Background: an optimization exercise with open tools, aiming at small area, a short achievable clock period and few clock cycles per item. Do not read the settings as production practice. The RTL was checked by simulation tests, not by an equivalence proof against the original design. No activity file was given, so power comes from the tool's default toggle rates.

==> run a: inputs <==
==> flow/design.v (excerpt) <==
module range_cone_point_generator #(
  parameter int MAX_ANGULAR = 8,
  parameter int MAX_AXIAL   = 8
) (
  input  wire logic                      clk,
  input  wire logic                      rst,
  input  wire logic                      psel,
  input  wire logic                      penable,
  input  wire logic                      pwrite,
  input  wire logic [CFG_AW-1:0]         paddr,
  input  wire logic [DATA_W-1:0]         pwdata,
  output logic      [DATA_W-1:0]         prdata,
  output logic                           pready,
  input  wire logic                      in_valid,
  output logic                           in_stall,
  input  wire logic [15:0]               distance,
  input  wire logic [15:0]               lower_bound,
  input  wire logic [15:0]               upper_bound,
  input  wire logic [15:0]               cone_width,
  output logic                           out_valid,
  input  wire logic                      out_stall,
  output logic signed [COORD_W-1:0]      point_x,
  output logic signed [COORD_W-1:0]      point_y,
  output logic signed [COORD_W-1:0]      point_z,
  output logic                           last_point
);
  logic [3:0]  angular_count;
  logic [3:0]  axial_count;
  logic [15:0] range_limit;
  logic [1:0]  reg_idx;
  assign pready  = 1'b1;
  assign reg_idx = paddr[CFG_AW-1:2];
  always_ff @(posedge clk) begin
    if (rst) begin
      angular_count <= ANGULAR_RESET;
      axial_count   <= AXIAL_RESET;
      range_limit   <= LIMIT_RESET;
    end else if (psel && penable && pwrite) begin
      case (reg_idx)
  ...
Settings: LEC_CHECK=0, ABC_CLOCK_PERIOD_IN_PS=5000, CAP_MARGIN=20, CORE_MARGIN=2, CORE_UTILIZATION=30, SETUP_SLACK_MARGIN=5, SLEW_MARGIN=20; clock period 13.0 ns.
run.sh (not shown) runs the stock make flow with config.mk's settings and CLKGATE_MAP_FILE= SYNTH_SCRIPT=/design/flow/synth_recipe.tcl, a recipe that flattens the netlist after the stock synthesis.
==> run b (differences from run a) <==
==> flow/flow/run.sh (new file) <==
#!/bin/bash
set -e
export SETUP_SLACK_MARGIN=7.5
bash standard.sh > standard.log 2>&1
==> flow/standard.sh (new file) <==
#!/bin/bash
# synth_recipe.tcl (not shown) runs the flow's synth.tcl, then flattens the netlist and writes it again
# the make line also repeats each setting of config.mk as NAME=value (left out here)
make -C /OpenROAD-flow-scripts/flow DESIGN_CONFIG=/design/flow/config.mk WORK_HOME=/design/flow/orfs CLKGATE_MAP_FILE= SYNTH_SCRIPT=/design/flow/synth_recipe.tcl "${@:-finish}"
SETUP_SLACK_MARGIN = unset   (was 5)
removed: flow/run.sh
==> run c (differences from run a) <==
--- a/flow/design.v
+++ b/flow/design.v
@@ -98,16 +98,17 @@
   logic [1:0]  npairs_m1;
   assign npairs_m1 = 2'(((4'(m1) + 4'd1) >> 1) - 4'd1);
   logic [2:0] pi, pj;      
   logic       sub;         
   logic       d1v, d2v, d3v;
-  logic [1:0] d1p, d2p, d3p;
-  logic       d1sn, d2sn, d3sn;      
-  logic       d1ct, d2ct, d3ct;      
-  logic [1:0] d1ty, d2ty, d3ty;      
-  logic       d1cn, d2cn;            
-  logic       d1l, d2l, d3l;         
+  logic [1:0] d1p, d2p;
+  logic       d1sn, d2sn;      
+  logic       d1ct, d2ct;      
+  logic [1:0] d1ty, d2ty;      
+  logic       d1cn, d2cn;      
+  logic       d1l, d2l, d3l;   
+  logic [16:0] d3x, d3y, d3z;
   logic [16:0] xtab [0:3];     
   logic [31:0] rstab [0:3];
   assign adv = !(d3v && out_stall);
   logic [31:0] a_reg, a_nx;
   logic [15:0] b_reg, b_nx;
@@ -284,11 +285,11 @@
   assign two_j = {pj, 1'b0};
   always_comb begin
     c_sn   = two_j < {1'b0, m1};
     c_ct   = two_j == {1'b0, m1};
     c_p    = c_ct ? 2'd3 : c_sn ? 2'(pj) : 2'(m1 - pj);
-    c_ty   = (pi == 3'd0) ? 2'd0 : (two_i == nx) ? 2'd1 : 2'd2;
+    c_ty   = (pi == 3'd0) ? 2'd0 : (two_i == nx) ? 2'd1 : c_sn ? 2'd2 : 2'd3;
     if (c_ct) c_ty = 2'd0;
     c_cn   = two_i > nx;
     ieff   = (two_i < nx) ? pi : 3'(nx - {1'b0, pi});
     c_last = (pi == nxm1) && (pj == m1);
     if (pj == m1) begin
@@ -350,12 +351,12 @@
     end else if (st == ST_ONE) begin
       one  = !d1v && !d2v;
       push = one;
     end
   end
-  logic [16:0] y_hold;
-  logic [16:0] z_hold;
+  logic [15:0] ytab [0:3];     
+  logic [15:0] ztab [0:3];
   always_ff @(posedge clk) begin
     if (rst) begin
       st  <= ST_IDLE;
       d1v <= 1'b0;
       d2v <= 1'b0;
@@ -466,46 +467,53 @@
       d2sn <= d1sn;
       d2ct <= d1ct;
       d2ty <= d1ty;
       d2cn <= d1cn;
       d2l  <= d1l;
-      d3p  <= d2p;
-      d3sn <= d2sn;
-      d3ct <= d2ct;
-      d3ty <= d2ty;
+      d3x  <= xtab[d2p];
+      d3y  <= o_y;
+      d3z  <= o_z;
       d3l  <= d2l;
-      if (d1v && d1ty == 2'd2) begin
-        y_hold <= 17'(({1'b0, p_reg[47:32]} ^ {17{d1sn ^ d1cn}}) + 17'(p_reg[31] ^ d1sn ^ d1cn));
-      end
-      if (d2v && d2ty == 2'd2) begin
-        z_hold <= 17'(({1'b0, p_reg[47:32]} ^ {17{d2sn}}) + 17'(p_reg[31] ^ d2sn));
-      end
+      if (d1v && d1ty == 2'd2) ytab[d1p] <= 16'(p_reg[47:32] + 16'(p_reg[31]));
+      if (d2v && d2ty == 2'd2) ztab[d2p] <= 16'(p_reg[47:32] + 16'(p_reg[31]));
     end
   end
   logic [31:0] o_rs;
-  logic [16:0] o_v;        
+  logic        o_nt, o_zp;
+  logic [16:0] o_ys, o_zs;
+  logic        o_yb, o_zb, o_yn, o_zn;
+  logic [16:0] o_yv, o_zv;
   logic [16:0] o_y, o_z;
-  assign o_rs = rstab[d3p];
-  assign o_v  = 17'(({1'b0, o_rs[31:16]} ^ {17{d3sn}}) + 17'(o_rs[15] ^ d3sn));
+  assign o_rs = rstab[d2p];
+  assign o_nt = d2ty[1];
+  assign o_zp = (d2ty == 2'd2);
+  assign o_ys = o_nt ? {1'b0, ytab[d2p]} : {1'b0, o_rs[31:16]};
+  assign o_yb = o_nt ? 1'b0 : o_rs[15];
+  assign o_yn = d2sn ^ (o_nt & d2cn);
+  assign o_zs = o_zp ? {1'b0, p_reg[47:32]} : o_nt ? {1'b0, ztab[d2p]} : {1'b0, o_rs[31:16]};
+  assign o_zb = o_zp ? p_reg[31] : o_nt ? 1'b0 : o_rs[15];
+  assign o_zn = d2sn;
+  assign o_yv = 17'((o_ys ^ {17{o_yn}}) + 17'(o_yb ^ o_yn));
+  assign o_zv = 17'((o_zs ^ {17{o_zn}}) + 17'(o_zb ^ o_zn));
   always_comb begin
     o_y = '0;
     o_z = '0;
-    if (!d3ct) begin
-      case (d3ty)
-        2'd0:    o_y = o_v;
-        2'd1:    o_z = o_v;
+    if (!d2ct) begin
+      case (d2ty)
+        2'd0:    o_y = o_yv;
+        2'd1:    o_z = o_zv;
         default: begin
-          o_y = y_hold;
-          o_z = z_hold;
+          o_y = o_yv;
+          o_z = o_zv;
         end
       endcase
     end
   end
   assign out_valid  = d3v;
-  assign point_x    = xtab[d3p];
-  assign point_y    = o_y;
-  assign point_z    = o_z;
+  assign point_x    = d3x;
+  assign point_y    = d3y;
+  assign point_z    = d3z;
   assign last_point = d3l;
 endmodule
 module rcpg_mul (
   input  wire [31:0] a,
   input  wire [15:0] b,
==> flow/flow/run.sh (new file) <==
#!/bin/bash
set -e
export SETUP_SLACK_MARGIN=7.0
bash standard.sh > standard.log 2>&1
==> flow/standard.sh (new file) <==
#!/bin/bash
# synth_recipe.tcl (not shown) runs the flow's synth.tcl, then flattens the netlist and writes it again
# the make line also repeats each setting of config.mk as NAME=value (left out here)
make -C /OpenROAD-flow-scripts/flow DESIGN_CONFIG=/design/flow/config.mk WORK_HOME=/design/flow/orfs CLKGATE_MAP_FILE= SYNTH_SCRIPT=/design/flow/synth_recipe.tcl "${@:-finish}"
CORE_UTILIZATION = 45   (was 30)
SETUP_SLACK_MARGIN = unset   (was 5)
removed: flow/run.sh
==> summary of the runs <==
Run b completed with no timing, DRC or antenna violations. Run c produced a clean layout. Run a went through all stages and came out clean. Maximum frequency: run a < run c < run b. Sequential share of layout area, highest first: run c, run a, run b. In die area, run a and run b do not differ. Worst setup slack, highest first: run b, run c, run a. In sequential power, run b and run a hardly differ.
==> figures <==
metric	run c	run b	run a
P_clk	2.17 mW	1.92 mW	1.68 mW
Xor/xnor cell area share of the yosys netlist	8.18%	9.40%	9.40%
Internal Dissipation	5.43 mW	5.58 mW	4.66 mW
Multiplexer share of the synthesized area	5.63%	4.24%	4.24%
Fraction of final layout cells sized beyond drive strength 1	16.4%	21.2%	8.96%
Total power of the final layout	9.03 mW	10.2 mW	8.57 mW
Via count normalized by instance count	6.19	5.59	5.60
Result of the run	no timing/DRC/antenna violations	no timing/DRC/antenna violations	no timing/DRC/antenna violations
N_taps	1524	2072	2072
CTS H-tree depth	3	3	2
Final cycle utilization of the critical path	54.8%	49.6%	60.7%
Testbench counts of run a, summed over its fixed seeds: cycles 17,607, points 6,594.
Testbench counts of run b, summed over its fixed seeds: cycles 17,607, points 6,594.
Testbench counts of run c, summed over its fixed seeds: cycles 15,673, points 6,594.

[separate check: timing with driven ports]
No port has a modelled driver above. Below, the same layouts with a new extraction and two added sets of constraints. Step 1 sets driving cells, clkbuf_16 on the clock port and buf_2 on the other inputs (assumed; they add their load-dependent delay and slew). Step 2, shift: input delay + t, output delay - t, t = (earliest + latest rising clock arrival at the registers) / 2. This alone moves slack from input paths to output paths. Slacks: ideal ports / drivers / drivers and shift; pairs: ideal ports / drivers.
run	shift t [ns]	setup WS [ns]	hold slack, ns	worst slew at a driven data input, ns	cell pins on the clock port's net
run a	0.746	5.114 / 5.114 / 5.114	0.418 / 0.418 / 0.418	0.05	1
run b	0.764	6.546 / 6.457 / 6.590	0.418 / 0.418 / 0.418	0.07	1
run c	0.730	5.874 / 5.874 / 5.874	0.420 / 0.420 / 0.420	0.07	1
After both steps every run listed still meets setup and hold.
